From an optimization exercise on the open Yosys and OpenROAD flow, aimed at small area and a short achievable clock period; shortcuts taken in it are not production practice.
At most, simulation tests tie the RTL to the original design; equivalence was not proved.
For runs 1 and 2, only the layout was checked, not whether the RTL still works.
Power is estimated from default activity; no workload was simulated.

File: flow/run.sh
#!/bin/bash
set -euo pipefail
export BUFFER_PORTS_ARGS="-buffer_cell sky130_fd_sc_hd__buf_1"
export CTS_ARGS="-sink_clustering_enable -repair_clock_nets -dont_use_dummy_load -sink_clustering_size 20 -sink_clustering_max_diameter 100 -buf_list {sky130_fd_sc_hd__clkbuf_8 sky130_fd_sc_hd__clkbuf_16}"
export SETUP_SLACK_MARGIN=5.5
bash standard.sh > standard.log 2>&1
File: standard.sh
#!/bin/bash
# synth_recipe.tcl (not shown) runs the flow's synth.tcl, then flattens the netlist and writes it again
# the make line also repeats each setting of config.mk as NAME=value (left out here)
make -C /OpenROAD-flow-scripts/flow DESIGN_CONFIG=/design/flow/config.mk WORK_HOME=/design/flow/orfs CLKGATE_MAP_FILE= SYNTH_SCRIPT=/design/flow/synth_recipe.tcl "${@:-finish}"
File: config.mk
export PLATFORM = sky130hd
export DESIGN_NAME = osiris_id_ex
export DESIGN_NICKNAME = osiris_id_ex
export VERILOG_FILES = /design/flow/design.v
export SDC_FILE = /design/flow/constraint.sdc
export NUM_CORES = 4
export LEC_CHECK = 0
export CAP_MARGIN = 20
export CORE_MARGIN = 2
export CORE_UTILIZATION = 40
export SLEW_MARGIN = 20
File: constraint.sdc
create_clock -name core_clock -period 8.5 [get_ports {i_clk}]
set_input_delay 1.7000 -clock core_clock [delete_from_list [all_inputs] [get_ports {i_clk}]]
set_output_delay 1.7000 -clock core_clock [all_outputs]
set_load 0.01 [all_outputs]
File: design.v
package osiris_pkg;
    localparam int XLEN_DEF = 32;
    localparam logic [4:0] OPC_LOAD     = 5'b00000;
    localparam logic [4:0] OPC_MISC_MEM = 5'b00011;
    localparam logic [4:0] OPC_OP_IMM   = 5'b00100;
    localparam logic [4:0] OPC_AUIPC    = 5'b00101;
    localparam logic [4:0] OPC_STORE    = 5'b01000;
    localparam logic [4:0] OPC_OP       = 5'b01100;
    localparam logic [4:0] OPC_LUI      = 5'b01101;
    localparam logic [4:0] OPC_BRANCH   = 5'b11000;
    localparam logic [4:0] OPC_JALR     = 5'b11001;
    localparam logic [4:0] OPC_JAL      = 5'b11011;
endpackage
module if_id_reg #(
    parameter int CW = 16
) (
    input  logic          i_clk,
    input  logic          i_rst_n,
    input  logic          i_flush,
    input  logic          i_valid,
    input  logic [CW-1:0] i_ctrl,
    input  logic [4:0]    i_rd,
    input  logic [31:0]   i_a,
    input  logic [31:0]   i_b,
    input  logic [31:0]   i_pc,
    input  logic [31:0]   i_rs2,
    output logic          o_valid,
    output logic [CW-1:0] o_ctrl,
    output logic [4:0]    o_rd,
    output logic [31:0]   o_a,
    output logic [31:0]   o_b,
    output logic [31:0]   o_pc,
    output logic [31:0]   o_rs2
);
    always_ff @(posedge i_clk or negedge i_rst_n) begin
        if (!i_rst_n) o_valid <= 1'b0;
        else          o_valid <= i_valid & ~i_flush;
    end
    always_ff @(posedge i_clk) begin
        o_ctrl <= i_ctrl;
        o_rd   <= i_rd;
        o_a    <= i_a;
        o_b    <= i_b;
        o_pc   <= i_pc;
        o_rs2  <= i_rs2;
    end
endmodule
module op_decoder (
    input  logic [4:0] i_op,
    input  logic [2:0] i_funct_3,
    input  logic       i_funct_7_5,
    output logic       o_a_pc,      
    output logic       o_a_rs1,     
    output logic       o_a_rev,     
    output logic       o_b_rs2,     
    output logic       o_imm_i,
    output logic       o_imm_s,
    output logic       o_imm_b,
    output logic       o_imm_u,
    output logic       o_imm_j,
    output logic [2:0] o_fn,        
    output logic       o_sub,
    output logic       o_sra,
    output logic       o_jalr,
    output logic       o_jump,
    output logic       o_branch,
    output logic       o_reg_write,
    output logic       o_load,
    output logic       o_store,
    output logic       o_fence
);
    logic load, store, op_imm, op, lui, auipc, branch, jal, jalr, fence, alu;
    assign load   = (i_op == osiris_pkg::OPC_LOAD);
    assign store  = (i_op == osiris_pkg::OPC_STORE);
    assign op_imm = (i_op == osiris_pkg::OPC_OP_IMM);
    assign op     = (i_op == osiris_pkg::OPC_OP);
    assign lui    = (i_op == osiris_pkg::OPC_LUI);
    assign auipc  = (i_op == osiris_pkg::OPC_AUIPC);
    assign branch = (i_op == osiris_pkg::OPC_BRANCH);
    assign jal    = (i_op == osiris_pkg::OPC_JAL);
    assign jalr   = (i_op == osiris_pkg::OPC_JALR);
    assign fence  = (i_op == osiris_pkg::OPC_MISC_MEM);
    assign alu    = op | op_imm;
    assign o_a_pc      = auipc | jal | branch;
    assign o_a_rev     = alu & (i_funct_3 == 3'b001);
    assign o_a_rs1     = ~(auipc | jal | branch | lui) & ~o_a_rev;
    assign o_b_rs2     = op;
    assign o_imm_s     = store;
    assign o_imm_b     = branch;
    assign o_imm_u     = lui | auipc;
    assign o_imm_j     = jal;
    assign o_imm_i     = ~(store | branch | lui | auipc | jal);
    assign o_fn        = alu ? i_funct_3 : 3'b000;
    assign o_sub       = (op & i_funct_7_5 & (i_funct_3 == 3'b000)) |
                         (alu & (i_funct_3[2:1] == 2'b01));
    assign o_sra       = i_funct_7_5;
    assign o_jalr      = jalr;
    assign o_jump      = jal | jalr;
    assign o_branch    = branch;
    assign o_reg_write = load | op_imm | op | lui | auipc | jal | jalr;
    assign o_load      = load;
    assign o_store     = store;
    assign o_fence     = fence;
endmodule
module alu_decoder (
    input  logic [31:0] i_rs1,
    input  logic [31:0] i_rs2,
    input  logic [31:0] i_pc,
    input  logic [31:0] i_imm,
    input  logic        i_a_pc,
    input  logic        i_a_rs1,
    input  logic        i_a_rev,
    input  logic        i_b_rs2,
    input  logic        i_sub,
    output logic [31:0] o_a,
    output logic [31:0] o_b
);
    logic [31:0] rs1_rev;
    for (genvar i = 0; i < 32; i++) begin : g_rev
        assign rs1_rev[i] = i_rs1[31-i];
    end
    assign o_a = ({32{i_a_pc}} & i_pc) | ({32{i_a_rs1}} & i_rs1) |
                 ({32{i_a_rev}} & rs1_rev);
    assign o_b = (i_b_rs2 ? i_rs2 : i_imm) ^ {32{i_sub}};
endmodule
module control_unit (
    input  logic [31:0] i_rs1,
    input  logic [31:0] i_rs2,
    input  logic [2:0]  i_funct_3,
    input  logic        i_branch,
    input  logic        i_jump,
    output logic        o_redirect,
    input  logic        i_go,
    input  logic        i_reg_write,
    input  logic        i_load,
    input  logic        i_store,
    input  logic        i_fence,
    input  logic        i_jump_id,
    input  logic        i_redirect_id,
    output logic        o_reg_write,
    output logic        o_mem_write,
    output logic [1:0]  o_result_src,
    output logic        o_fence,
    output logic        o_pc_src
);
    logic [31:0] lt_t [6];
    logic [31:0] eq_t [6];
    logic        top_eq, eq, lt, ltu, taken;
    always_comb begin
        for (int i = 0; i < 32; i++) begin
            eq_t[0][i] = (i < 31) ? ~(i_rs1[i] ^ i_rs2[i]) : 1'b1;
            lt_t[0][i] = (i < 31) ? (~i_rs1[i] & i_rs2[i]) : 1'b0;
        end
        for (int k = 1; k < 6; k++) begin
            for (int i = 0; i < 32; i++) begin
                if (i < (32 >> k)) begin
                    eq_t[k][i] = eq_t[k-1][2*i+1] & eq_t[k-1][2*i];
                    lt_t[k][i] = lt_t[k-1][2*i+1] | (eq_t[k-1][2*i+1] & lt_t[k-1][2*i]);
                end else begin
                    eq_t[k][i] = 1'b0;
                    lt_t[k][i] = 1'b0;
                end
            end
        end
    end
    assign top_eq = ~(i_rs1[31] ^ i_rs2[31]);
    assign eq     = top_eq & eq_t[5][0];
    assign ltu    = (~i_rs1[31] & i_rs2[31]) | (top_eq & lt_t[5][0]);
    assign lt     = (i_rs1[31] & ~i_rs2[31]) | (top_eq & lt_t[5][0]);
    assign taken = i_funct_3[2] ? ((i_funct_3[1] ? ltu : lt) ^ i_funct_3[0])
                                : (eq ^ (~i_funct_3[1] & i_funct_3[0]));
    assign o_redirect = i_jump | (i_branch & taken);
    assign o_reg_write  = i_go & i_reg_write;
    assign o_mem_write  = i_go & i_store;
    assign o_result_src = {i_go & i_jump_id, i_go & i_load};
    assign o_fence      = i_go & i_fence;
    assign o_pc_src     = i_go & i_redirect_id;
endmodule
module imm_extend (
    input  logic [31:7] i_instr,
    input  logic        i_imm_i,
    input  logic        i_imm_s,
    input  logic        i_imm_b,
    input  logic        i_imm_u,
    input  logic        i_imm_j,
    output logic [31:0] o_imm
);
    logic [31:0] imm_i, imm_s, imm_b, imm_u, imm_j;
    assign imm_i = {{20{i_instr[31]}}, i_instr[31:20]};
    assign imm_s = {{20{i_instr[31]}}, i_instr[31:25], i_instr[11:7]};
    assign imm_b = {{20{i_instr[31]}}, i_instr[7], i_instr[30:25], i_instr[11:8], 1'b0};
    assign imm_u = {i_instr[31:12], 12'b0};
    assign imm_j = {{12{i_instr[31]}}, i_instr[19:12], i_instr[20], i_instr[30:21], 1'b0};
    assign o_imm = ({32{i_imm_i}} & imm_i) | ({32{i_imm_s}} & imm_s) |
                   ({32{i_imm_b}} & imm_b) | ({32{i_imm_u}} & imm_u) |
                   ({32{i_imm_j}} & imm_j);
endmodule
module id_ex_reg (
    input  logic        i_clk,
    input  logic        i_valid,
    input  logic        i_reg_write,
    input  logic        i_mem_write,
    input  logic [1:0]  i_result_src,
    input  logic        i_fence,
    input  logic        i_pc_src,
    input  logic [31:0] i_result,
    input  logic [31:0] i_pc_plus4,
    input  logic [31:0] i_store_data,
    input  logic [4:0]  i_rd,
    output logic        o_valid,
    output logic        o_reg_write,
    output logic        o_mem_write,
    output logic [1:0]  o_result_src,
    output logic        o_fence,
    output logic        o_pc_src,
    output logic [31:0] o_result,
    output logic [31:0] o_pc_plus4,
    output logic [31:0] o_store_data,
    output logic [4:0]  o_rd
);
    always_ff @(posedge i_clk) begin
        o_valid      <= i_valid;
        o_reg_write  <= i_reg_write;
        o_mem_write  <= i_mem_write;
        o_result_src <= i_result_src;
        o_fence      <= i_fence;
        o_pc_src     <= i_pc_src;
        o_result     <= i_result;
        o_pc_plus4   <= i_pc_plus4;
        o_store_data <= i_store_data;
        o_rd         <= i_rd;
    end
endmodule
module ex_stage (
    input  logic [31:0] i_a,
    input  logic [31:0] i_b,        
    input  logic [2:0]  i_fn,
    input  logic        i_sub,
    input  logic        i_sra,
    input  logic        i_clr0,
    input  logic [31:0] i_pc,
    output logic [31:0] o_result,
    output logic [31:0] o_pc_plus4
);
    logic [32:0] sum;
    logic        lt_s, lt_u;
    logic [31:0] sh_out, sh_rev;
    logic [32:0] sh_ext;
    logic [31:0] p, g;
    logic [31:0] gs [6];
    logic [31:0] ps [6];
    assign p = i_a ^ i_b;
    assign g = i_a & i_b;
    always_comb begin
        gs[0] = g;
        ps[0] = p;
        gs[0][0] = g[0] | (p[0] & i_sub);
        for (int k = 0; k < 5; k++) begin
            gs[k+1] = gs[k];
            ps[k+1] = ps[k];
            for (int i = 0; i < 32; i++) begin
                if (((i >> k) & 1) == 1) begin
                    gs[k+1][i] = gs[k][i] | (ps[k][i] & gs[k][((i >> k) << k) - 1]);
                    ps[k+1][i] = ps[k][i] & ps[k][((i >> k) << k) - 1];
                end
            end
        end
    end
    assign sum = {gs[5][31], p ^ {gs[5][30:0], i_sub}};
    assign lt_u = ~sum[32];
    assign lt_s = (i_a[31] == i_b[31]) ? i_a[31] : sum[31];
    assign sh_ext = $signed({i_sra & i_fn[2] & i_a[31], i_a}) >>> i_b[4:0];
    assign sh_out = sh_ext[31:0];
    for (genvar i = 0; i < 32; i++) begin : g_rev
        assign sh_rev[i] = sh_out[31-i];
    end
    logic f_add, f_sll, f_slt, f_sltu, f_sr, s_p, s_g;
    assign f_add  = (i_fn == 3'b000);
    assign f_sll  = (i_fn == 3'b001);
    assign f_slt  = (i_fn == 3'b010);
    assign f_sltu = (i_fn == 3'b011);
    assign f_sr   = (i_fn == 3'b101);
    assign s_p    = (i_fn == 3'b100) | (i_fn == 3'b110);
    assign s_g    = (i_fn == 3'b110) | (i_fn == 3'b111);
    logic [31:0] sum_m;
    assign sum_m = {sum[31:1], sum[0] & ~i_clr0};
    assign o_result = ({32{f_add}} & sum_m) | ({32{f_sll}} & sh_rev) |
                      ({32{f_sr}} & sh_out) | ({32{s_p}} & p) | ({32{s_g}} & g) |
                      {31'd0, (f_slt & lt_s) | (f_sltu & lt_u)};
    logic [31:2] inc_c;
    assign inc_c[2] = 1'b1;
    for (genvar i = 3; i < 32; i++) begin : g_inc
        assign inc_c[i] = &i_pc[i-1:2];
    end
    assign o_pc_plus4 = {i_pc[31:2] ^ inc_c, i_pc[1:0]};
endmodule
module osiris_id_ex #(
    parameter int XLEN = osiris_pkg::XLEN_DEF
) (
    input  logic            i_clk,
    input  logic            i_rst_n,
    input  logic            i_valid,
    input  logic [31:0]     i_instr,
    input  logic [XLEN-1:0] i_pc,
    input  logic [XLEN-1:0] i_rs1_data,
    input  logic [XLEN-1:0] i_rs2_data,
    output logic            o_ex_valid,
    output logic [XLEN-1:0] o_ex_alu_result,
    output logic [XLEN-1:0] o_ex_pc_plus4,
    output logic [XLEN-1:0] o_ex_store_data,
    output logic [4:0]      o_ex_rd,
    output logic            o_ex_reg_write,
    output logic            o_ex_mem_write,
    output logic [1:0]      o_ex_result_src,
    output logic            o_ex_fence,
    output logic            o_pc_src,
    output logic [XLEN-1:0] o_pc_target
);
    logic       a_pc, a_rs1, a_rev, b_rs2;
    logic       imm_i, imm_s, imm_b, imm_u, imm_j;
    logic [2:0] fn_if;
    logic       sub_if, sra_if, jalr_if, jump_if, branch_if;
    logic       reg_write_if, load_if, store_if, fence_if, redirect_if;
    op_decoder u_op_decoder (
        .i_op        (i_instr[6:2]),
        .i_funct_3   (i_instr[14:12]),
        .i_funct_7_5 (i_instr[30]),
        .o_a_pc      (a_pc),
        .o_a_rs1     (a_rs1),
        .o_a_rev     (a_rev),
        .o_b_rs2     (b_rs2),
        .o_imm_i     (imm_i),
        .o_imm_s     (imm_s),
        .o_imm_b     (imm_b),
        .o_imm_u     (imm_u),
        .o_imm_j     (imm_j),
        .o_fn        (fn_if),
        .o_sub       (sub_if),
        .o_sra       (sra_if),
        .o_jalr      (jalr_if),
        .o_jump      (jump_if),
        .o_branch    (branch_if),
        .o_reg_write (reg_write_if),
        .o_load      (load_if),
        .o_store     (store_if),
        .o_fence     (fence_if)
    );
    logic [31:0] imm;
    imm_extend u_imm_extend (
        .i_instr (i_instr[31:7]),
        .i_imm_i (imm_i),
        .i_imm_s (imm_s),
        .i_imm_b (imm_b),
        .i_imm_u (imm_u),
        .i_imm_j (imm_j),
        .o_imm   (imm)
    );
    logic [31:0] a_if, b_if;
    alu_decoder u_alu_decoder (
        .i_rs1   (i_rs1_data),
        .i_rs2   (i_rs2_data),
        .i_pc    (i_pc),
        .i_imm   (imm),
        .i_a_pc  (a_pc),
        .i_a_rs1 (a_rs1),
        .i_a_rev (a_rev),
        .i_b_rs2 (b_rs2),
        .i_sub   (sub_if),
        .o_a     (a_if),
        .o_b     (b_if)
    );
    localparam int CW = 12;
    logic          v_id, go, pc_src_ex;
    logic [CW-1:0] ctrl_id;
    logic [4:0]    rd_id;
    logic [31:0]   a_id, b_id, pc_id, rs2_id;
    if_id_reg #(.CW(CW)) u_if_id_reg (
        .i_clk   (i_clk),
        .i_rst_n (i_rst_n),
        .i_flush (pc_src_ex),
        .i_valid (i_valid),
        .i_ctrl  ({redirect_if, fence_if, store_if, load_if, reg_write_if,
                   jump_if, jalr_if, sra_if, sub_if, fn_if}),
        .i_rd    (i_instr[11:7]),
        .i_a     (a_if),
        .i_b     (b_if),
        .i_pc    (i_pc),
        .i_rs2   (i_rs2_data),
        .o_valid (v_id),
        .o_ctrl  (ctrl_id),
        .o_rd    (rd_id),
        .o_a     (a_id),
        .o_b     (b_id),
        .o_pc    (pc_id),
        .o_rs2   (rs2_id)
    );
    logic [31:0] result, pc_plus4;
    ex_stage u_ex_stage (
        .i_a        (a_id),
        .i_b        (b_id),
        .i_fn       (ctrl_id[2:0]),
        .i_sub      (ctrl_id[3]),
        .i_sra      (ctrl_id[4]),
        .i_clr0     (ctrl_id[5]),
        .i_pc       (pc_id),
        .o_result   (result),
        .o_pc_plus4 (pc_plus4)
    );
    logic       reg_write, mem_write, fence, pc_src;
    logic [1:0] result_src;
    assign go = v_id & ~pc_src_ex;
    control_unit u_control_unit (
        .i_rs1         (i_rs1_data),
        .i_rs2         (i_rs2_data),
        .i_funct_3     (i_instr[14:12]),
        .i_branch      (branch_if),
        .i_jump        (jump_if),
        .o_redirect    (redirect_if),
        .i_go          (go),
        .i_reg_write   (ctrl_id[7]),
        .i_load        (ctrl_id[8]),
        .i_store       (ctrl_id[9]),
        .i_fence       (ctrl_id[10]),
        .i_jump_id     (ctrl_id[6]),
        .i_redirect_id (ctrl_id[11]),
        .o_reg_write   (reg_write),
        .o_mem_write   (mem_write),
        .o_result_src  (result_src),
        .o_fence       (fence),
        .o_pc_src      (pc_src)
    );
    logic [31:0] result_ex;
    id_ex_reg u_id_ex_reg (
        .i_clk        (i_clk),
        .i_valid      (go),
        .i_reg_write  (reg_write),
        .i_mem_write  (mem_write),
        .i_result_src (result_src),
        .i_fence      (fence),
        .i_pc_src     (pc_src),
        .i_result     (result),
        .i_pc_plus4   (pc_plus4),
        .i_store_data (rs2_id),
        .i_rd         (rd_id),
        .o_valid      (o_ex_valid),
        .o_reg_write  (o_ex_reg_write),
        .o_mem_write  (o_ex_mem_write),
        .o_result_src (o_ex_result_src),
        .o_fence      (o_ex_fence),
        .o_pc_src     (pc_src_ex),
        .o_result     (result_ex),
        .o_pc_plus4   (o_ex_pc_plus4),
        .o_store_data (o_ex_store_data),
        .o_rd         (o_ex_rd)
    );
    assign o_pc_src        = pc_src_ex;
    assign o_ex_alu_result = result_ex;
    assign o_pc_target     = result_ex;
endmodule
==> reports/results.md, run 1 <==
| Stage | Quantity | This run |
|:---|:---|:---|
| yosys | Post-synthesis cell type count | 70 |
| power and ir drop | Comb pwr share | 0.305 |
| sta | Final critical-path required period | 3470 ps |
| sta | Worst hold slack | 323 ps |
| drt | Total length of routed wires | 44.4 mm |
| drt | Total via count in the routed design | 11281 |
| power and ir drop | Max IR drop VDD | 0.184 mV |
| global route | Via count of the first global-routing pass | 11051 |
| clock tree | TritonCTS clock tree | yes |
| setup path | Critical Path Source Type | flip-flop |
| setup path | WP data arrival | 3820 ps |
| placement | Port buffer count | 268 |
| clock tree | Cts bufs inserted | 16 |
| global route | Overall overflow remaining after global route | 0 |
| placement | GPL Wtd Cong | 0.872 |
| min path | Min-Delay Startpoint | u_if_id_reg.o_rs2[14]$_DFF_P_ |
| setup path | Maximum fanout count along the critical path | 2 |
| sta | Share of the clock period used by the worst path | 0.409 |
| floorplan | Area inside the core boundary | 30700 um^2 |
| setup path | Register-to-register setup slack | 5030 ps |
| final layout | Leading cell type in the layout, fill and taps excluded | dfxtp_1 |
| clock tree | Worst-path clk slew | 90 ps |
| power and ir drop | Leakage power summed over all cells | 6.25 nW |
| clock tree | Number of sinks on the clock net | 254 |
| drt | Detailed router's first-iteration violation count | 1062 |
| setup path | Required time of the critical path | 8850 ps |
| yosys | Post-Synthesis Net Count | 1583 |
| final layout | Area grow syn2layout | 19.8% |
| setup path | RR Startpoint | u_if_id_reg.o_b[0]$_DFF_P_ |
| drt | DRC viols | 0 |
| outcome | Status | complete, no violations |
| yosys | Part of the Yosys area used for sequential elements | 0.407 |
| floorplan | Die W | 181 um |
| sta | Final Max Slew Viols | 0 |
| floorplan | Die Ht | 181 um |
| sta | Fin Clk Skew | 54.6 ps |
| yosys | Summed instance area of the synthesized netlist | 12500 um^2 |
| floorplan | Effective utilization at floorplan | 0.407 |
| placement | Detailed-placement wirelength estimate | 33.4 mm |
| drt | Per-cell via count in the routed design | 5.66 |
| setup path | Critical path class | reg -> reg |
| yosys | Mapped Avg Cell Area | 9.08 um^2 |
| sta | Setup-violating endpoint count in the final report | 0 |
| clock tree | Maximum count of clock buffers along a single path | 3 |
| yosys | Post-synth EDFFs | 0 |
| final layout | Multi-input combinational cell area | 7210 um^2 |
| sta | Worst max-slew margin expressed relative to the limit | 0.437 |
| drt | Iteration count of the initial detailed-routing pass | 6 |
| setup path | Register-to-Register Path Depth | 15 |
| yosys | Yosys synthesis warning count | 8 |
| floorplan | Num ports | 271 |
| yosys | Most used flip-flop cell after synthesis | dfxtp_1 |
| global route | Global-route wire length before repair | 66.9 mm |
| min path | Hold Path Cell Cnt | 0 |
| global route | Antenna violations before repair | 0 |
| floorplan | Standard-cell rows | 64 |
| final layout | Most frequent cells in the layout | dfxtp_1 (249), buf_1 (224), nand2_1 (190) |
| sta | Timing-limited maximum frequency | 288 MHz |
| yosys | Synth Register Bits | 254 |
| clock tree | Deepest level of the CTS H-tree | 1 |
| yosys | Mapped Cells | 1376 |
| power and ir drop | Cell internal power dissipation | 2.02 mW |
| sta | Worst-Margin Slew | 845 ps |
| yosys | Post-synth ARST share | 0.00394 |
| min path | Kind of path behind the tightest hold check | reg -> reg |
| floorplan | Total Die Area | 32700 um^2 |
| min path | Hold Crit Endpoint | u_id_ex_reg.o_store_data[14]$_DFF_P_ |
| clock tree | Library cell used as clock root buffer | clkbuf_16 |
| sta | Total negative slack | 0 ps |
| sta | RSZ-0062 raised after global routing | true |
| sta | Hold Vio Cnt, Final | 0 |
| final layout | Proportion of layout cells with a drive suffix above 1 | 0.156 |
| setup path | Worst Setup End Kind | flip-flop |
| final layout | Number of nets in the finished design | 1805 |
| power and ir drop | Clock group share of total power | 0.237 |
| global route | All-Layer GR Usage | 0.265 |
| drt | Remaining number of nets flagged by the antenna check after routing | 0 |
| setup path | End of the worst register-to-register path | u_id_ex_reg.o_result[17]$_DFF_P_ |
| final layout | Diode count | 0 |
| job | Number of max-cap violations | 0 |
| drt | Per-cell routed wire length | 22.3 um |
| power and ir drop | Sequential cell fraction of total power | 0.458 |
| power and ir drop | Power Dens Cells | 203 nW/um^2 |
| global route | Pin count of the biggest net entering global routing | 68 |
| final layout | Seq. cell area | 5100 um^2 |
| final layout | Count of filler cells inserted in the layout | 2926 |
| power and ir drop | Proportion of total power due to net switching | 0.335 |
| power and ir drop | Net switching power | 1.02 mW |
| clock tree | Clk Latency, worst-skew pair | 520 ps |
-- cell families (layout without fill, tap and decap cells) --
logic type               count (synthesis)  in the layout  synth area share
AO/OA/AOI/OAI                          348            348             0.178
XOR/XNOR                                69             69            0.0484
adder cells (fa/ha/maj)                 76             76            0.0797
buffers and inverters                  168            386            0.0619
flip-flops                             254            254             0.407
multiplexers                            66             66            0.0793
AND/OR/NAND/NOR                        395            397             0.146
-- synthesized netlist by cell type, drive strengths merged (4+ instances only) --
library cell,instances,share of area
xor2,36,0.025
nor2,62,0.019
a221o,7,0.0056
a211oi,8,0.0048
a21oi,97,0.039
nor2b,8,0.0040
nand2b,10,0.0050
nand4,15,0.0075
nand2,197,0.059
a22oi,52,0.031
nor3b,5,0.0042
o211ai,16,0.0096
o21a,8,0.0048
fa,6,0.0096
or3,5,0.0025
clkbuf,60,0.018
mux4,26,0.047
mux2,4,0.0036
ha,70,0.070
and3,18,0.0090
nor3,22,0.0092
a21o,14,0.0084
a221oi,6,0.0042
o21ai,95,0.038
mux2i,36,0.029
dfxtp,253,0.41
o31ai,5,0.0030
nand3,23,0.0092
inv,56,0.017
and2,13,0.0065
nor4,7,0.0035
xnor2,33,0.023
o221ai,9,0.0063
buf,50,0.026
-- how the worst max path moves through the flow --
stage / from / to / cells past startpoint
after detailed placement: i_instr[3] / u_if_id_reg.o_b[25]$_DFF_P_ / 5
after global placement: i_instr[3] / u_if_id_reg.o_b[25]$_DFF_P_ / 5
final: u_if_id_reg.o_b[0]$_DFF_P_ / u_id_ex_reg.o_result[17]$_DFF_P_ / 15
after CTS: u_if_id_reg.o_b[0]$_DFF_P_ / u_id_ex_reg.o_result[17]$_DFF_P_ / 15
after floorplan: i_rs1_data[26] / u_if_id_reg.o_ctrl[11]$_DFF_P_ / 10
after global routing: u_if_id_reg.o_b[0]$_DFF_P_ / u_id_ex_reg.o_result[17]$_DFF_P_ / 16
-- timing repair --
action                                 in CTS  in global routing
endpoints found under the hold margin       0                  0
setup endpoints to repair                  96                 67
setup buffers                              22                  7
cloned                                      4                  0
resized for setup                          92                 35
hold buffers                                0                  0
pin swaps                                  38                 26
-- critical path, stage by stage, from the launching register on --
cell	delay [ps]
dfxtp_4	360
buf_12	120
fa_2	370
inv_2	110
fa_2	250
nand2b_4	140
a21o_4	150
a21oi_4	70
or3_4	390
a41o_1	180
a211o_1	280
fa_2	360
nand2_1	70
o21ai_1	80
a22oi_2	240
o21ai_2	120
-- power by group through the flow --
stage	sequential [mW]	clock, mW	combinational [mW]
finish	1.39	0.719	0.924
global route	1.40	0.790	1.00
CTS	1.39	0.742	0.885
detailed placement	1.42	0	0.836
global placement	1.41	0	0.832
floorplan	1.43	0	0.585
-- flip-flops by register name, indices dropped and copies added, names as in the netlist, 2 cells and up --
register	count
u_id_ex_reg.o_pc_plus4	32
u_id_ex_reg.o_result	32
u_id_ex_reg.o_store_data	32
u_if_id_reg.o_a	32
u_if_id_reg.o_b	32
u_if_id_reg.o_pc	32
u_if_id_reg.o_rs2	32
u_if_id_reg.o_ctrl	12
u_id_ex_reg.o_rd	5
u_if_id_reg.o_rd	5
u_id_ex_reg.o_result_src	2
-- final cells by class --
| cell class | instances | share of cell area |
|---|---|---|
| sequential | 254 | 0.341 |
| tap | 396 | 0.0331 |
| multi-input combinational | 956 | 0.482 |
| timing repair buffer | 312 | 0.102 |
| inverter | 58 | 0.0158 |
| clock buffer | 16 | 0.0268 |
-- through the flow --
stage               setup slack, ps  instance area [um^2]  total power [mW]  utilization  cells
floorplan                      5180                 12900              2.01            -   1376
global route                   4920                 15000              3.19        0.488   1992
CTS                            5040                 14800              3.02        0.482   1985
finish                         5030                 15000              3.03        0.488   1992
global placement               4390                 13800              2.24        0.451   1943
detailed placement             4320                 13800              2.25        0.451   1943
-- metal layers --
| layer | track usage | vias to the layer above | part of all wire |
|---|---|---|---|
| li1 | - | 5284 | - |
| met3 | 0.0429 | 88 | 0.075 |
| met5 | 0 | - | 0 |
| met4 | 0.0732 | 0 | 0.032 |
| met1 | 0.355 | 5397 | 0.43 |
| met2 | 0.442 | 512 | 0.46 |
==> run 2: changes to the inputs <==
--- a/design.v
+++ b/design.v
@@ -92,3 +92,3 @@
     assign o_imm_i     = ~(store | branch | lui | auipc | jal);
-    assign o_fn        = alu ? i_funct_3 : 3'b000;
+    assign o_fn        = (alu | branch) ? i_funct_3 : 3'b000;
     assign o_sub       = (op & i_funct_7_5 & (i_funct_3 == 3'b000)) |
@@ -128,7 +128,8 @@
     input  logic [31:0] i_rs2,
+    output logic [8:0]  o_cmp,
+    input  logic [8:0]  i_cmp,
     input  logic [2:0]  i_funct_3,
+    input  logic        i_go,
     input  logic        i_branch,
     input  logic        i_jump,
-    output logic        o_redirect,
-    input  logic        i_go,
     input  logic        i_reg_write,
@@ -137,4 +138,2 @@
     input  logic        i_fence,
-    input  logic        i_jump_id,
-    input  logic        i_redirect_id,
     output logic        o_reg_write,
@@ -145,34 +144,37 @@
 );
-    logic [31:0] lt_t [6];
-    logic [31:0] eq_t [6];
-    logic        top_eq, eq, lt, ltu, taken;
+    logic [31:0] e, l;
+    logic [3:0]  byte_eq, byte_lt;
+    logic        top_lt_s;
+    assign e = ~(i_rs1 ^ i_rs2);
+    assign l = ~i_rs1 & i_rs2;
     always_comb begin
-        for (int i = 0; i < 32; i++) begin
-            eq_t[0][i] = (i < 31) ? ~(i_rs1[i] ^ i_rs2[i]) : 1'b1;
-            lt_t[0][i] = (i < 31) ? (~i_rs1[i] & i_rs2[i]) : 1'b0;
-        end
-        for (int k = 1; k < 6; k++) begin
-            for (int i = 0; i < 32; i++) begin
-                if (i < (32 >> k)) begin
-                    eq_t[k][i] = eq_t[k-1][2*i+1] & eq_t[k-1][2*i];
-                    lt_t[k][i] = lt_t[k-1][2*i+1] | (eq_t[k-1][2*i+1] & lt_t[k-1][2*i]);
-                end else begin
-                    eq_t[k][i] = 1'b0;
-                    lt_t[k][i] = 1'b0;
-                end
+        for (int b = 0; b < 4; b++) begin
+            byte_lt[b] = 1'b0;
+            byte_eq[b] = 1'b1;
+            for (int i = 8*b; i < 8*b + 8; i++) begin
+                byte_lt[b] = l[i] | (e[i] & byte_lt[b]);
+                byte_eq[b] = byte_eq[b] & e[i];
             end
         end
+        top_lt_s = 1'b0;
+        for (int i = 24; i < 31; i++) top_lt_s = l[i] | (e[i] & top_lt_s);
+        top_lt_s = (i_rs1[31] & ~i_rs2[31]) | (e[31] & top_lt_s);
     end
-    assign top_eq = ~(i_rs1[31] ^ i_rs2[31]);
-    assign eq     = top_eq & eq_t[5][0];
-    assign ltu    = (~i_rs1[31] & i_rs2[31]) | (top_eq & lt_t[5][0]);
-    assign lt     = (i_rs1[31] & ~i_rs2[31]) | (top_eq & lt_t[5][0]);
+    assign o_cmp = {top_lt_s, byte_lt, byte_eq};
+    logic [3:0] q_eq, q_lt;
+    logic       q_lt_s, lo_lt, eq, lt, ltu, taken;
+    assign q_eq   = i_cmp[3:0];
+    assign q_lt   = i_cmp[7:4];
+    assign q_lt_s = i_cmp[8];
+    assign lo_lt = q_lt[2] | (q_eq[2] & (q_lt[1] | (q_eq[1] & q_lt[0])));
+    assign eq    = &q_eq;
+    assign ltu   = q_lt[3] | (q_eq[3] & lo_lt);
+    assign lt    = q_lt_s  | (q_eq[3] & lo_lt);
     assign taken = i_funct_3[2] ? ((i_funct_3[1] ? ltu : lt) ^ i_funct_3[0])
                                 : (eq ^ (~i_funct_3[1] & i_funct_3[0]));
-    assign o_redirect = i_jump | (i_branch & taken);
     assign o_reg_write  = i_go & i_reg_write;
     assign o_mem_write  = i_go & i_store;
-    assign o_result_src = {i_go & i_jump_id, i_go & i_load};
+    assign o_result_src = {i_go & i_jump, i_go & i_load};
     assign o_fence      = i_go & i_fence;
-    assign o_pc_src     = i_go & i_redirect_id;
+    assign o_pc_src     = i_go & (i_jump | (i_branch & taken));
 endmodule
@@ -240,2 +242,3 @@
     input  logic        i_clr0,
+    input  logic        i_branch,   
     input  logic [31:0] i_pc,
@@ -277,9 +280,9 @@
     logic f_add, f_sll, f_slt, f_sltu, f_sr, s_p, s_g;
-    assign f_add  = (i_fn == 3'b000);
-    assign f_sll  = (i_fn == 3'b001);
-    assign f_slt  = (i_fn == 3'b010);
-    assign f_sltu = (i_fn == 3'b011);
-    assign f_sr   = (i_fn == 3'b101);
-    assign s_p    = (i_fn == 3'b100) | (i_fn == 3'b110);
-    assign s_g    = (i_fn == 3'b110) | (i_fn == 3'b111);
+    assign f_add  = i_branch | (i_fn == 3'b000);
+    assign f_sll  = ~i_branch & (i_fn == 3'b001);
+    assign f_slt  = ~i_branch & (i_fn == 3'b010);
+    assign f_sltu = ~i_branch & (i_fn == 3'b011);
+    assign f_sr   = ~i_branch & (i_fn == 3'b101);
+    assign s_p    = ~i_branch & ((i_fn == 3'b100) | (i_fn == 3'b110));
+    assign s_g    = ~i_branch & ((i_fn == 3'b110) | (i_fn == 3'b111));
     logic [31:0] sum_m;
@@ -322,3 +325,4 @@
     logic       sub_if, sra_if, jalr_if, jump_if, branch_if;
-    logic       reg_write_if, load_if, store_if, fence_if, redirect_if;
+    logic       reg_write_if, load_if, store_if, fence_if;
+    logic [8:0] cmp_if;
     op_decoder u_op_decoder (
@@ -371,3 +375,3 @@
     );
-    localparam int CW = 12;
+    localparam int CW = 21;
     logic          v_id, go, pc_src_ex;
@@ -381,3 +385,3 @@
         .i_valid (i_valid),
-        .i_ctrl  ({redirect_if, fence_if, store_if, load_if, reg_write_if,
+        .i_ctrl  ({cmp_if, branch_if, fence_if, store_if, load_if, reg_write_if,
                    jump_if, jalr_if, sra_if, sub_if, fn_if}),
@@ -404,2 +408,3 @@
         .i_clr0     (ctrl_id[5]),
+        .i_branch   (ctrl_id[11]),
         .i_pc       (pc_id),
@@ -412,20 +417,19 @@
     control_unit u_control_unit (
-        .i_rs1         (i_rs1_data),
-        .i_rs2         (i_rs2_data),
-        .i_funct_3     (i_instr[14:12]),
-        .i_branch      (branch_if),
-        .i_jump        (jump_if),
-        .o_redirect    (redirect_if),
-        .i_go          (go),
-        .i_reg_write   (ctrl_id[7]),
-        .i_load        (ctrl_id[8]),
-        .i_store       (ctrl_id[9]),
-        .i_fence       (ctrl_id[10]),
-        .i_jump_id     (ctrl_id[6]),
-        .i_redirect_id (ctrl_id[11]),
-        .o_reg_write   (reg_write),
-        .o_mem_write   (mem_write),
-        .o_result_src  (result_src),
-        .o_fence       (fence),
-        .o_pc_src      (pc_src)
+        .i_rs1        (i_rs1_data),
+        .i_rs2        (i_rs2_data),
+        .o_cmp        (cmp_if),
+        .i_cmp        (ctrl_id[20:12]),
+        .i_funct_3    (ctrl_id[2:0]),
+        .i_go         (go),
+        .i_branch     (ctrl_id[11]),
+        .i_jump       (ctrl_id[6]),
+        .i_reg_write  (ctrl_id[7]),
+        .i_load       (ctrl_id[8]),
+        .i_store      (ctrl_id[9]),
+        .i_fence      (ctrl_id[10]),
+        .o_reg_write  (reg_write),
+        .o_mem_write  (mem_write),
+        .o_result_src (result_src),
+        .o_fence      (fence),
+        .o_pc_src     (pc_src)
     );
==> reports/results.md, run 2 <==
| Stage | Quantity | This run |
|:---|:---|:---|
| min path | Hold Crit Endpoint | u_id_ex_reg.o_store_data[16]$_DFF_P_ |
| sta | Final critical-path required period | 3330 ps |
| yosys | Yosys top cell area share | 0.415 |
| floorplan | Die W | 182 um |
| sta | RSZ-0062 raised after global routing | true |
| final layout | Area grow syn2layout | 17.9% |
| yosys | Ranking of synthesized cells by area | dfxtp_1 (41%), ha_1 (6.9%), mux4_2 (5.0%) |
| placement | Port buffer count | 268 |
| clock tree | Clk Latency, worst-skew pair | 520 ps |
| yosys | Post-Synthesis Net Count | 1504 |
| setup path | Critical path class | reg -> reg |
| global route | Via count of the first global-routing pass | 10397 |
| setup path | Register-to-register setup slack | 5170 ps |
| clock tree | TritonCTS clock tree | yes |
| yosys | Synth Register Bits | 263 |
| final layout | Most frequent cells in the layout | buf_1 (260), dfxtp_1 (258), nand2_1 (108) |
| final layout | Proportion of layout cells with a drive suffix above 1 | 0.118 |
| drt | Iteration count of the initial detailed-routing pass | 8 |
| power and ir drop | Max IR drop VDD | 0.195 mV |
| global route | All-Layer GR Usage | 0.253 |
| setup path | RR Startpoint | u_if_id_reg.o_b[0]$_DFF_P_ |
| power and ir drop | Leakage power summed over all cells | 6.25 nW |
| setup path | Required time of the critical path | 8840 ps |
| floorplan | Num ports | 271 |
| setup path | Critical Path Source Type | flip-flop |
| yosys | Post-synthesis cell type count | 73 |
| yosys | Post-synth EDFFs | 0 |
| drt | Per-cell via count in the routed design | 5.70 |
| yosys | Yosys synthesis warning count | 6 |
| final layout | Number of nets in the finished design | 1739 |
| sta | Total negative slack | 0 ps |
| clock tree | Worst-path clk slew | 90 ps |
| drt | Total via count in the routed design | 11022 |
| final layout | Leading cell type in the layout, fill and taps excluded | buf_1 |
| job | Number of max-cap violations | 0 |
| clock tree | Deepest level of the CTS H-tree | 1 |
| placement | Detailed-placement wirelength estimate | 32.6 mm |
| min path | Min-Delay Startpoint | u_if_id_reg.o_rs2[16]$_DFF_P_ |
| setup path | Worst Setup End Kind | flip-flop |
| sta | Fin Clk Skew | 51.6 ps |
| sta | Worst max-slew margin expressed relative to the limit | 0.289 |
| floorplan | Area inside the core boundary | 31300 um^2 |
| floorplan | Standard-cell rows | 65 |
| yosys | Most used flip-flop cell after synthesis | dfxtp_1 |
| sta | Worst-Margin Slew | 1060 ps |
| sta | Share of the clock period used by the worst path | 0.391 |
| setup path | Register-to-Register Path Depth | 14 |
| final layout | Final core utilization | 0.476 |
| yosys | Mapped Cells | 1297 |
| drt | Per-cell routed wire length | 22.3 um |
| clock tree | Maximum count of clock buffers along a single path | 3 |
| setup path | End of the worst register-to-register path | u_id_ex_reg.o_result[16]$_DFF_P_ |
| final layout | Seq. cell area | 5280 um^2 |
| yosys | Mapped Avg Cell Area | 9.75 um^2 |
| floorplan | Die Ht | 182 um |
| yosys | Area leader, netlist | dfxtp_1 |
| yosys | Summed instance area of the synthesized netlist | 12600 um^2 |
| min path | Kind of path behind the tightest hold check | reg -> reg |
| global route | Antenna violations before repair | 3 |
| floorplan | Effective utilization at floorplan | 0.404 |
| min path | Hold Path Cell Cnt | 0 |
| sta | Final Max Slew Viols | 0 |
| global route | Global-route wire length before repair | 63.2 mm |
| sta | Setup-violating endpoint count in the final report | 0 |
| drt | DRC viols | 0 |
| yosys | Part of the Yosys area used for sequential elements | 0.417 |
| drt | Remaining number of nets flagged by the antenna check after routing | 0 |
| global route | Overall overflow remaining after global route | 0 |
| sta | Timing-limited maximum frequency | 301 MHz |
| drt | Total length of routed wires | 43.2 mm |
| clock tree | Number of sinks on the clock net | 263 |
| clock tree | Cts bufs inserted | 18 |
| placement | GPL Wtd Cong | 0.944 |
| yosys | Most frequently used cell type in the post-synthesis netlist | dfxtp_1 |
| floorplan | Total Die Area | 33000 um^2 |
| outcome | Status | complete, no violations |
| drt | Detailed router's first-iteration violation count | 1269 |
| final layout | Count of filler cells inserted in the layout | 2969 |
| sta | Hold Vio Cnt, Final | 0 |
| final layout | Multi-input combinational cell area | 6730 um^2 |
| power and ir drop | Power Dens Cells | 209 nW/um^2 |
| yosys | Post-synth ARST share | 0.00380 |
| setup path | Maximum fanout count along the critical path | 3 |
| setup path | WP data arrival | 3670 ps |
| clock tree | Library cell used as clock root buffer | clkbuf_16 |
| global route | Pin count of the biggest net entering global routing | 49 |
| yosys | Leading cell types by count after synthesis | dfxtp_1 (262), nand2_1 (110), inv_1 (85), a21oi_1 (82), ha_1 (70) |
==> run 2: metal layers <==
metal / GRT usage / up-vias / share of wire
li1: - / 5115 / -
met1: 0.334 / 5275 / 0.41
met2: 0.419 / 555 / 0.47
met3: 0.0533 / 75 / 0.091
met4: 0.0738 / 2 / 0.029
met5: 0 / - / 0.00028
==> run 2: cells by family (layout without fill, tap and decap cells) <==
logic type               after synthesis  in the layout  share of synthesized area
AO/OA/AOI/OAI                        326            326                      0.175
AND/OR/NAND/NOR                      298            298                      0.115
flip-flops                           263            263                      0.417
buffers and inverters                195            428                     0.0731
adder cells (fa/ha/maj)               76             76                     0.0788
multiplexers                          70             70                     0.0931
XOR/XNOR                              69             69                     0.0478
other                                  0              2                          0
==> run 2: per-stage QoR <==
| step | hold slack (ps) | std cells | worst slack, ps | power, mW | area [um^2] |
|---|---|---|---|---|---|
| floorplan | 310 | 1297 | 5290 | 2.04 | 12800 |
| global placement | 310 | 1877 | 4500 | 2.27 | 13800 |
| detailed placement | 312 | 1877 | 4480 | 2.28 | 13800 |
| CTS | 318 | 1914 | 5220 | 3.09 | 14600 |
| global route | 325 | 1932 | 5160 | 3.26 | 14900 |
| finish | 310 | 1934 | 5170 | 3.12 | 14900 |
==> run 2: worst max-delay path by stage <==
stage | slack, ps | depth (start not counted) | to | start
6_report | 5170 | 14 | u_id_ex_reg.o_result[16]$_DFF_P_ | u_if_id_reg.o_b[0]$_DFF_P_
2_1_floorplan | 5290 | 8 | u_if_id_reg.o_a[24]$_DFF_P_ | i_instr[6]
5_1_grt | 5160 | 14 | u_id_ex_reg.o_result[16]$_DFF_P_ | u_if_id_reg.o_b[0]$_DFF_P_
3_5_place_dp | 4480 | 9 | u_if_id_reg.o_a[27]$_DFF_P_ | i_instr[3]
4_1_cts | 5220 | 14 | u_id_ex_reg.o_result[16]$_DFF_P_ | u_if_id_reg.o_b[0]$_DFF_P_
3_3_place_gp | 4500 | 9 | u_if_id_reg.o_a[27]$_DFF_P_ | i_instr[2]
==> run 2: timing repair <==
| item | CTS | global route |
|---|---|---|
| gates resized for setup | 45 | 44 |
| endpoints found under the setup margin | 70 | 58 |
| hold buffers | 0 | 0 |
| buffers inserted | 14 | 17 |
| cloned | 5 | 1 |
| pin swaps | 14 | 24 |
==> run 2: area by class of cell <==
cell class              count  area share
repair buffers            321       0.107
multi-input cells         839       0.451
flip-flops and latches    263       0.354
clock buffers              18      0.0302
diodes                      2    0.000336
inverters                  89      0.0227
well taps                 402      0.0337
==> run 2: critical path, cell delays in order, from the launching register on <==
cell and delay, ps:
dfxtp_4 360, buf_12 90, fa_2 230, inv_2 60
fa_2 370, nand2b_4 160, a21o_4 230, a21oi_4 180
or2_4 140, nand4_1 100, a21boi_1 150, or2_4 140
fa_2 420, a222oi_1 310, o21ai_1 210
==> run 2: power by group <==
part	internal (mW)	switching (mW)	leakage, nW
sequential	1.35	0.0850	2.22
combinational	0.371	0.524	3.82
clock	0.376	0.408	0.222
total	2.10	1.02	6.25
==> run 3: changes to the inputs <==
--- a/design.v
+++ b/design.v
@@ -252,22 +252,5 @@
     logic [31:0] p, g;
-    logic [31:0] gs [6];
-    logic [31:0] ps [6];
     assign p = i_a ^ i_b;
     assign g = i_a & i_b;
-    always_comb begin
-        gs[0] = g;
-        ps[0] = p;
-        gs[0][0] = g[0] | (p[0] & i_sub);
-        for (int k = 0; k < 5; k++) begin
-            gs[k+1] = gs[k];
-            ps[k+1] = ps[k];
-            for (int i = 0; i < 32; i++) begin
-                if (((i >> k) & 1) == 1) begin
-                    gs[k+1][i] = gs[k][i] | (ps[k][i] & gs[k][((i >> k) << k) - 1]);
-                    ps[k+1][i] = ps[k][i] & ps[k][((i >> k) << k) - 1];
-                end
-            end
-        end
-    end
-    assign sum = {gs[5][31], p ^ {gs[5][30:0], i_sub}};
+    assign sum = {1'b0, i_a} + {1'b0, i_b} + {32'd0, i_sub};
     assign lt_u = ~sum[32];
==> reports/results.md, run 3 <==
| Stage | Quantity | This run |
|:---|:---|:---|
| drt | Per-cell via count in the routed design | 5.68 |
| yosys | Summed instance area of the synthesized netlist | 13100 um^2 |
| sta | Timing-limited maximum frequency | 317 MHz |
| clock tree | Deepest level of the CTS H-tree | 1 |
| drt | Total via count in the routed design | 11440 |
| power and ir drop | Clock group share of total power | 0.241 |
| sta | Share of the clock period used by the worst path | 0.371 |
| global route | Global-route wire length before repair | 63.1 mm |
| min path | Kind of path behind the tightest hold check | reg -> reg |
| sta | Min setup slack post-route | 5340 ps |
| power and ir drop | Comb pwr share | 0.299 |
| floorplan | Num ports | 271 |
| final layout | Area grow syn2layout | 18.0% |
| global route | Via count of the first global-routing pass | 10972 |
| clock tree | Hold buffer count at cts | 0 |
| final layout | Diode count | 0 |
| yosys | Simple logic cell fraction of the synthesized area | 0.110 |
| setup path | Sequence of cells on the critical path | buf_12 > clkinv_16 > fa_2 > fa_2 > nor2b_4 > o2111ai_4 > buf_4 > a211o_1 > a21oi_2 > nor3_2 > o2111ai_1 > or3b_1 |
| yosys | Compound-gate portion of the synthesized area | 0.197 |
| final layout | Leading cell type in the layout, fill and taps excluded | buf_1 |
| yosys | Most frequently used cell type in the post-synthesis netlist | dfxtp_1 |
| final layout | Number of nets in the finished design | 1776 |
| drt | Per-cell routed wire length | 21.3 um |
| placement | Setup slack at placement | 4120 ps |
| sta | Total negative slack | 0 ps |
| setup path | Critical path class | reg -> reg |
| sta | Hold Vio Cnt, Final | 0 |
| sta | Fin Clk Skew | 29.9 ps |
| outcome | Status | complete, no violations |
| clock tree | Worst-path clk slew | 70 ps |
| floorplan | Standard-cell rows | 66 |
| setup path | Worst Setup End Kind | flip-flop |
| final layout | Most frequent cells in the layout | buf_1 (263), dfxtp_1 (256), nand2_1 (93) |
| final layout | Multi-input combinational cell area | 7210 um^2 |
| power and ir drop | Max IR drop VDD | 0.174 mV |
| yosys | Area leader, netlist | dfxtp_1 |
| yosys | Post-synthesis cell type count | 80 |
| floorplan | Effective utilization at floorplan | 0.405 |
| final layout | Proportion of layout cells with a drive suffix above 1 | 0.115 |
| clock tree | TritonCTS clock tree | yes |
| floorplan | Die Ht | 185 um |
| setup path | Critical Path Source Type | flip-flop |
| yosys | Leading cell types by count after synthesis | dfxtp_1 (262), nand2_1 (94), inv_1 (87), a21oi_1 (71), ha_1 (70) |
| floorplan | Total Die Area | 34200 um^2 |
| yosys | Post-synth EDFFs | 0 |
| clock tree | Library cell used as clock root buffer | clkbuf_16 |
| power and ir drop | Proportion of total power due to net switching | 0.331 |
| yosys | Ranking of synthesized cells by area | dfxtp_1 (40%), ha_1 (6.7%), mux4_2 (5.7%) |
| final layout | Final instance area | 15500 um^2 |
| global route | All-Layer GR Usage | 0.242 |
| sta | Worst max-slew margin expressed relative to the limit | 0.196 |
| power and ir drop | Cell internal power dissipation | 2.10 mW |
| sta | Worst-Margin Slew | 1200 ps |
| placement | Post-place instance area | 14300 um^2 |
| sta | RSZ-0062 raised after global routing | true |
| global route | Pin count of the biggest net entering global routing | 52 |
| yosys | Dominant combinational cell family by area after synthesis | compound AO/OA/AOI/OAI gates |
| drt | DRC viols | 0 |
| sta | Final critical-path required period | 3160 ps |
| final layout | Seq. cell area | 5290 um^2 |
| drt | Iteration count of the initial detailed-routing pass | 6 |
| placement | Detailed-placement wirelength estimate | 32.6 mm |
| setup path | Maximum fanout count along the critical path | 3 |
| clock tree | Clk Latency, worst-skew pair | 510 ps |
| job | Number of max-cap violations | 0 |
| yosys | Synth Register Bits | 263 |
| setup path | Slowest stage delay, CP | 390 ps |
| yosys | Mux share of post-synthesis cell area | 0.0998 |
| sta | Setup-violating endpoint count in the final report | 0 |
| sta | Final Max Slew Viols | 0 |
| yosys | Mapped Cells | 1348 |
| power and ir drop | Power Dens Cells | 203 nW/um^2 |
| setup path | Required time of the critical path | 8860 ps |
| yosys | Most used flip-flop cell after synthesis | dfxtp_1 |
| setup path | Critical path's slowest cell | fa_2 |
| clock tree | Cts bufs inserted | 17 |
| floorplan | Die W | 185 um |
| yosys | Post-Synthesis Net Count | 1551 |
| setup path | Register-to-register setup slack | 5340 ps |
| global route | Overall overflow remaining after global route | 0 |
| clock tree | Number of sinks on the clock net | 263 |
| yosys | Share of the synthesized netlist area taken by xor and xnor gates | 0.0488 |
| drt | Detailed router's first-iteration violation count | 1143 |
| final layout | Final core utilization | 0.477 |
| yosys | Yosys top cell area share | 0.400 |
| clock tree | Maximum count of clock buffers along a single path | 3 |
| yosys | Part of the Yosys area used for sequential elements | 0.402 |
| power and ir drop | Net switching power | 1.04 mW |
| power and ir drop | Sequential cell fraction of total power | 0.460 |
| yosys | Mapped Avg Cell Area | 9.72 um^2 |
| final layout | Count of filler cells inserted in the layout | 3160 |
| sta | Worst hold slack | 329 ps |
| floorplan | Area inside the core boundary | 32400 um^2 |
| power and ir drop | Leakage power summed over all cells | 6.42 nW |
| yosys | Post-synthesis share of cell area spent on full adders, half adders and majority gates | 0.0699 |
| placement | GPL Wtd Cong | 0.958 |
| drt | Remaining number of nets flagged by the antenna check after routing | 0 |
| yosys | Post-synth ARST share | 0.00380 |
| setup path | WP data arrival | 3520 ps |
| global route | Antenna violations before repair | 0 |
| placement | Port buffer count | 268 |
| setup path | Cell with the most instances on the worst path | fa_2 |
| yosys | Yosys synthesis warning count | 3 |
| drt | Total length of routed wires | 43.0 mm |
run 3: changes by cell type after synthesis, moves of 8 or more:
| cell | before | now |
|---|---|---|
| a21o_1 | 28 | 40 |
| a21oi_1 | 82 | 71 |
| clkbuf_1 | 47 | 56 |
| mux2_1 | 0 | 8 |
| mux2i_1 | 25 | 35 |
| nand2_1 | 110 | 94 |
| nor2_1 | 50 | 61 |
| o21a_1 | 5 | 14 |
| o21ai_0 | 69 | 46 |
| o21ai_1 | 7 | 17 |
| xnor2_1 | 33 | 24 |
| xor2_1 | 36 | 49 |
run 3: path summary, 6_finish.rpt:
path,start,end,cells after the start
hold / removal,u_if_id_reg.o_rs2[8]$_DFF_P_,u_id_ex_reg.o_store_data[8]$_DFF_P_,0
hold reg to reg,u_if_id_reg.o_rs2[8]$_DFF_P_,u_id_ex_reg.o_store_data[8]$_DFF_P_,0
setup / recovery,u_if_id_reg.o_b[0]$_DFF_P_,u_id_ex_reg.o_result[24]$_DFF_P_,12
max in group asynchronous,i_rst_n,u_if_id_reg.o_valid$_DFF_PN0_,1
setup reg to reg,u_if_id_reg.o_b[0]$_DFF_P_,u_id_ex_reg.o_result[24]$_DFF_P_,12
min in group asynchronous,i_rst_n,u_if_id_reg.o_valid$_DFF_PN0_,1
run 3: stage by stage:
stage	power (mW)	cells
after floorplan	2.10	1348
after global placement	2.33	1960
after detailed placement	2.33	1961
after CTS	3.13	2000
after global routing	3.30	2013
final	3.14	2013
run 3: worst max-delay path, delay by kind of cell, from the launching register on:
kind / cells / cell delay, ps
and+or+nand+nor: 3 / 650
buffers and inverters: 3 / 390
AOI/OAI and AO/OA: 4 / 870
adders and majority gates: 2 / 740
DFF: 1 / 360
run 3: what timing repair did:
action                                  4_1_cts  5_1_grt
gates cloned                                  2        3
pin swaps                                    18       17
setup buffers                                20       10
gates resized for setup                      37       42
endpoints found under the setup margin       82       45
run 3: power by group through the flow:
| stage | clock, mW | sequential, mW | combinational (mW) |
|---|---|---|---|
| detailed placement | 0 | 1.47 | 0.865 |
| global route | 0.824 | 1.46 | 1.02 |
| finish | 0.757 | 1.44 | 0.939 |
| global placement | 0 | 1.46 | 0.862 |
| floorplan | 0 | 1.47 | 0.628 |
| CTS | 0.786 | 1.44 | 0.900 |
run 3: cells by family after synthesis:
family                   after synthesis
adder cells (fa/ha/maj)               72
AO/OA/AOI/OAI                        357
buffers and inverters                200
flip-flops                           263
multiplexers                          87
XOR/XNOR                              73
AND/OR/NAND/NOR                      296
run 3: cell type report:
cell class / count / area share
inverter: 89 / 0.0242
sequential: 263 / 0.342
multi-input combinational: 885 / 0.466
clock buffer: 17 / 0.0275
tap: 442 / 0.0358
timing repair buffer: 317 / 0.104
run 3: metal layers:
| layer | part of all wire | global-route usage |
|---|---|---|
| met5 | 0 | 0 |
| met1 | 0.41 | 0.311 |
| met4 | 0.045 | 0.101 |
| met2 | 0.44 | 0.381 |
| met3 | 0.11 | 0.0694 |
==> run 4: changes to the inputs <==
--- a/config.mk
+++ b/config.mk
@@ -9,3 +9,4 @@
 export CORE_MARGIN = 2
-export CORE_UTILIZATION = 40
+export CORE_UTILIZATION = 75
+export PLACE_DENSITY = 0.85
 export SLEW_MARGIN = 20
==> reports/results.md, run 4 <==
| Stage | Quantity | This run |
|:---|:---|:---|
| outcome | Status | did not finish |
| outcome | Last flow stage reached | global routing (5_1_grt) |
| outcome | Error that ended the run | [ERROR GRT-0232] Routing congestion too high. Check the congestion heatmap in the GUI. |
| floorplan | Die Ht | 136 um |
| floorplan | Standard-cell rows | 48 |
| yosys | Mapped Avg Cell Area | 9.72 um^2 |
| clock tree | Number of sinks on the clock net | 263 |
| yosys | Most used flip-flop cell after synthesis | dfxtp_1 |
| yosys | Post-synth ARST share | 0.00380 |
| floorplan | Effective utilization at floorplan | 0.762 |
| global route | Overall overflow remaining after global route | 127 |
| yosys | Yosys top cell area share | 0.400 |
| placement | GPL Wtd Cong | 1.05 |
| placement | Setup slack at placement | 4100 ps |
| clock tree | Maximum count of clock buffers along a single path | 3 |
| yosys | Summed instance area of the synthesized netlist | 13100 um^2 |
| placement | Number of cells after detailed placement | 1742 |
| floorplan | Num ports | 271 |
| clock tree | Deepest level of the CTS H-tree | 1 |
| yosys | Most frequently used cell type in the post-synthesis netlist | dfxtp_1 |
| yosys | Ranking of synthesized cells by area | dfxtp_1 (40%), ha_1 (6.7%), mux4_2 (5.7%) |
| sta | GRT repair_timing worst endpoint | u_id_ex_reg.o_result[0]$_DFF_P_/D |
| placement | Detailed-placement wirelength estimate | 32.3 mm |
| yosys | Post-synthesis cell type count | 80 |
| yosys | Part of the Yosys area used for sequential elements | 0.402 |
| floorplan | Die W | 136 um |
| placement | Port buffer count | 268 |
| yosys | Post-Synthesis Net Count | 1551 |
| global route | Pin count of the biggest net entering global routing | 52 |
| yosys | Post-synth EDFFs | 0 |
| clock tree | Cts bufs inserted | 17 |
| yosys | Yosys synthesis warning count | 3 |
| yosys | Mapped Cells | 1348 |
| yosys | Leading cell types by count after synthesis | dfxtp_1 (262), nand2_1 (94), inv_1 (87), a21oi_1 (71), ha_1 (70) |
| placement | Post-place instance area | 14100 um^2 |
| yosys | Synth Register Bits | 263 |
| sta | Worst-path end type | register input |
| global route | All-Layer GR Usage | 0.783 |
| yosys | Area leader, netlist | dfxtp_1 |
| clock tree | Library cell used as clock root buffer | clkbuf_16 |
-- run 4: cell counts after synthesis --
No cell type changed its count.
-- run 4: how the worst max path moves through the flow --
stage	depth (start not counted)	endpoint	startpoint	slack, ps
4_1_cts	11	u_id_ex_reg.o_result[0]$_DFF_P_	u_if_id_reg.o_b[0]$_DFF_P_	5200
2_1_floorplan	9	u_if_id_reg.o_a[10]$_DFF_P_	i_instr[4]	5310
3_3_place_gp	6	u_if_id_reg.o_a[28]$_DFF_P_	i_instr[4]	4370
3_5_place_dp	6	u_if_id_reg.o_a[5]$_DFF_P_	i_instr[4]	4100
-- run 4: logic make-up after synthesis --
logic type,count (synthesis),synth area share
AO/OA/AOI/OAI,357,0.197
AND/OR/NAND/NOR,296,0.110
flip-flops,263,0.402
buffers and inverters,200,0.0718
multiplexers,87,0.0998
XOR/XNOR,73,0.0488
adder cells (fa/ha/maj),72,0.0699
-- run 4: power groups by stage --
| stage | clock network, mW | logic, mW | registers (mW) |
|---|---|---|---|
| 4_1_cts | 0.751 | 0.914 | 1.43 |
| 3_5_place_dp | 0 | 0.864 | 1.46 |
| 3_3_place_gp | 0 | 0.842 | 1.45 |
| 2_1_floorplan | 0 | 0.628 | 1.47 |
-- run 4: timing repair --
action                     4_1_cts
gates cloned                     4
resized for setup               53
hold buffers                     0
hold endpoints to repair         0
setup buffers                   23
setup endpoints to repair       91
pin swaps                       27
-- run 4: routing by layer --
metal	track usage	GRT overflow
met1	0.790	3
met2	0.941	51
met3	0.611	5
met4	0.802	67
met5	0.308	1
==> run 5: changes to the inputs <==
--- a/config.mk
+++ b/config.mk
@@ -9,4 +9,4 @@
 export CORE_MARGIN = 2
-export CORE_UTILIZATION = 75
-export PLACE_DENSITY = 0.85
+export CORE_UTILIZATION = 60
+export PLACE_DENSITY = 0.7
 export SLEW_MARGIN = 20
==> reports/results.md, run 5 <==
| Stage | Quantity | This run |
|:---|:---|:---|
| yosys | Mapped Avg Cell Area | 9.72 um^2 |
| yosys | Area leader, netlist | dfxtp_1 |
| clock tree | Maximum count of clock buffers along a single path | 3 |
| power and ir drop | Power Dens Cells | 205 nW/um^2 |
| setup path | Critical path class | reg -> reg |
| placement | Detailed-placement wirelength estimate | 30.9 mm |
| global route | Global-route wire length before repair | 60.7 mm |
| setup path | RR Startpoint | u_if_id_reg.o_b[0]$_DFF_P_ |
| global route | Via count of the first global-routing pass | 10863 |
| drt | Per-cell routed wire length | 22.3 um |
| floorplan | Total Die Area | 23000 um^2 |
| floorplan | Num ports | 271 |
| yosys | Post-synth ARST share | 0.00380 |
| min path | Kind of path behind the tightest hold check | reg -> reg |
| clock tree | Clk Latency, worst-skew pair | 510 ps |
| floorplan | Standard-cell rows | 54 |
| floorplan | Die Ht | 152 um |
| clock tree | TritonCTS clock tree | yes |
| final layout | Diode count | 0 |
| floorplan | Die W | 152 um |
| global route | Pin count of the biggest net entering global routing | 52 |
| yosys | Yosys synthesis warning count | 3 |
| final layout | Non-filler instance count after layout | 1847 |
| power and ir drop | Comb pwr share | 0.296 |
| drt | Per-cell via count in the routed design | 6.22 |
| drt | Iteration count of the initial detailed-routing pass | 9 |
| setup path | Cell with the most instances on the worst path | fa_2 |
| power and ir drop | Proportion of total power due to net switching | 0.328 |
| clock tree | Number of sinks on the clock net | 263 |
| global route | All-Layer GR Usage | 0.347 |
| power and ir drop | Max IR drop VDD | 0.208 mV |
| sta | Worst max-slew margin expressed relative to the limit | 0.280 |
| placement | Number of cells after detailed placement | 1799 |
| placement | Port buffer count | 268 |
| floorplan | Effective utilization at floorplan | 0.606 |
| sta | Total negative slack | 0 ps |
| clock tree | Library cell used as clock root buffer | clkbuf_16 |
| global route | Most heavily used metal layer in global routing | met2 |
| final layout | Number of nets in the finished design | 1772 |
| setup path | Register-to-register setup slack | 5400 ps |
| power and ir drop | Net switching power | 1.02 mW |
| yosys | Post-synthesis cell type count | 80 |
| yosys | Mapped Cells | 1348 |
| power and ir drop | Cell internal power dissipation | 2.09 mW |
| yosys | Ranking of synthesized cells by area | dfxtp_1 (40%), ha_1 (6.7%), mux4_2 (5.7%) |
| drt | Remaining number of nets flagged by the antenna check after routing | 0 |
| drt | Total via count in the routed design | 11487 |
| yosys | Yosys top cell area share | 0.400 |
| clock tree | Cts bufs inserted | 17 |
| power and ir drop | Leakage power summed over all cells | 6.38 nW |
| yosys | Synth Register Bits | 263 |
| sta | Worst-Margin Slew | 1080 ps |
| setup path | Critical path startpoint | u_if_id_reg.o_b[0]$_DFF_P_ |
| global route | Antenna violations before repair | 0 |
| placement | Post-place instance area | 14100 um^2 |
| clock tree | Deepest level of the CTS H-tree | 1 |
| power and ir drop | Sequential cell fraction of total power | 0.463 |
| global route | Met2 usage | 0.557 |
| sta | Worst hold slack | 295 ps |
| sta | Fin Clk Skew | 27.9 ps |
| final layout | Final instance area | 15100 um^2 |
| setup path | Critical path's slowest cell | a2111oi_4 |
| yosys | Part of the Yosys area used for sequential elements | 0.402 |
| sta | Hold Vio Cnt, Final | 0 |
| setup path | Maximum fanout count along the critical path | 2 |
| power and ir drop | Clock group share of total power | 0.241 |
| drt | Total length of routed wires | 41.1 mm |
| setup path | Sequence of cells on the critical path | buf_12 > clkinv_16 > fa_2 > fa_2 > nor2b_4 > o2111ai_4 > a2111oi_4 > o31ai_4 > a211oi_2 > o211ai_1 > a221o_1 |
| yosys | Most frequently used cell type in the post-synthesis netlist | dfxtp_1 |
| final layout | Leading cell type in the layout, fill and taps excluded | buf_1 |
| global route | Met1 track utilization from global routing | 0.452 |
| setup path | End of the worst register-to-register path | u_id_ex_reg.o_result[0]$_DFF_P_ |
| setup path | Critical Path Source Type | flip-flop |
| setup path | Worst Setup End Kind | flip-flop |
| sta | Timing-limited maximum frequency | 322 MHz |
| sta | Setup-violating endpoint count in the final report | 0 |
| setup path | Termination of the worst setup path | u_id_ex_reg.o_result[0]$_DFF_P_ |
| global route | Overall overflow remaining after global route | 0 |
| drt | DRC viols | 0 |
| final layout | Most frequent cells in the layout | buf_1 (263), dfxtp_1 (258), nand2_1 (92) |
| clock tree | Worst-path clk slew | 80 ps |
| yosys | Post-Synthesis Net Count | 1551 |
| sta | Share of the clock period used by the worst path | 0.365 |
| setup path | Slowest stage delay, CP | 410 ps |
| yosys | Post-synth EDFFs | 0 |
| yosys | Summed instance area of the synthesized netlist | 13100 um^2 |
| sta | RSZ-0062 raised after global routing | true |
| final layout | Count of filler cells inserted in the layout | 1755 |
| final layout | Proportion of layout cells with a drive suffix above 1 | 0.107 |
| yosys | Most used flip-flop cell after synthesis | dfxtp_1 |
| placement | GPL Wtd Cong | 0.989 |
| global route | M3 GR Usage | 0.0835 |
| sta | Final Max Slew Viols | 0 |
| final layout | Area grow syn2layout | 15.6% |
| outcome | Status | complete, no violations |
| setup path | Register-to-Register Path Depth | 11 |
| setup path | Required time of the critical path | 8880 ps |
| clock tree | Hold buffer count at cts | 0 |
| job | Number of max-cap violations | 0 |
| yosys | Leading cell types by count after synthesis | dfxtp_1 (262), nand2_1 (94), inv_1 (87), a21oi_1 (71), ha_1 (70) |
| sta | Final critical-path required period | 3100 ps |
| floorplan | Area inside the core boundary | 21600 um^2 |
| power and ir drop | Overall power after layout | 3.11 mW |
| drt | Detailed router's first-iteration violation count | 1109 |
| setup path | WP data arrival | 3480 ps |
## run 5: routing by layer
metal | routed length, um | vias to the layer above
li1 | - | 5335
met1 | 16400 | 5385
met2 | 18900 | 644
met3 | 3930 | 123
met4 | 1940 | 0
met5 | 0 | -
## run 5: power groups by stage
stage          sequential (mW)  combinational [mW]  clock (mW)
3_5_place_dp              1.46               0.861           0
2_1_floorplan             1.47               0.628           0
4_1_cts                   1.43               0.890       0.761
5_1_grt                   1.45               0.998       0.801
3_3_place_gp              1.45               0.855           0
6_report                  1.44               0.919       0.749
## run 5: area by class of cell
| type | instances | area [um^2] | share of cell area |
|---|---|---|---|
| Tap cell | 280 | 350 | 0.0231 |
| Sequential cell | 263 | 5280 | 0.349 |
| Clock buffer | 17 | 425 | 0.0281 |
| Multi-Input combinational cell | 886 | 7180 | 0.474 |
| Inverter | 89 | 370 | 0.0245 |
| Timing Repair Buffer | 312 | 1530 | 0.101 |
## run 5: repair_timing
| item | in CTS | in global routing |
|---|---|---|
| pin swaps | 17 | 17 |
| hold endpoints to repair | 0 | 0 |
| cloned | 3 | 1 |
| buffers inserted | 16 | 11 |
| resized for setup | 39 | 25 |
| endpoints found under the setup margin | 79 | 37 |
## run 5: cells by family after synthesis
group / count (synthesis) / share of synthesized area
AOI/OAI and AO/OA: 357 / 0.197
xor gates and xnor gates: 73 / 0.0488
DFF: 263 / 0.402
buffers and inverters: 200 / 0.0718
muxes: 87 / 0.0998
adders and majority gates: 72 / 0.0699
and+or+nand+nor: 296 / 0.110
## run 5: stage by stage
step	utilization	setup slack [ps]
2_1_floorplan	-	5310
3_3_place_gp	0.654	4300
3_5_place_dp	0.654	4180
4_1_cts	0.690	5270
5_1_grt	0.700	5320
6_report	0.700	5400
## run 5: how the worst min path moves through the flow
stage,slack (ps),end,start,cells after the start
floorplan,310,u_id_ex_reg.o_pc_plus4[0]$_DFF_P_,u_if_id_reg.o_pc[0]$_DFF_P_,0
global route,300,u_id_ex_reg.o_store_data[11]$_DFF_P_,u_if_id_reg.o_rs2[11]$_DFF_P_,0
global placement,310,u_id_ex_reg.o_store_data[28]$_DFF_P_,u_if_id_reg.o_rs2[28]$_DFF_P_,0
detailed placement,310,u_id_ex_reg.o_store_data[12]$_DFF_P_,u_if_id_reg.o_rs2[12]$_DFF_P_,0
CTS,300,u_id_ex_reg.o_store_data[11]$_DFF_P_,u_if_id_reg.o_rs2[11]$_DFF_P_,0
finish,290,u_id_ex_reg.o_store_data[11]$_DFF_P_,u_if_id_reg.o_rs2[11]$_DFF_P_,0
## run 5: worst max-delay path: cells and delay by family, from the launching register on
family	cells	cell delay, ps
AO/OA/AOI/OAI	6	1540
adder cells (fa/ha/maj)	2	740
buffers and inverters	2	160
flip-flops	1	370
AND/OR/NAND/NOR	1	170

what the ideal ports hide:
How much do the figures lean on ideal ports? The routed layouts below were timed once more, with nothing changed but the port constraints.
Step 1 assumes that a clkbuf_16 drives the clock port and a buf_2 every other input.
Step 2 times the ports against the registers' clock, not the clock port: input delays grow and output delays shrink by t, the midpoint of the rising clock arrivals with the driver on.
a / b / c = ideal ports / drivers / drivers and shift; a / b = the first two.
| run | t (ns) | setup WS [ns] |
|---|---|---|
| run 1 | 0.543 | 5.026 / 5.026 / 4.757 |
| run 2 | 0.547 | 5.175 / 5.175 / 4.940 |
| run 3 | 0.550 | 5.343 / 5.343 / 5.017 |
| run 5 | 0.540 | 5.396 / 5.396 / 5.001 |
After both steps every run listed still meets setup and hold.
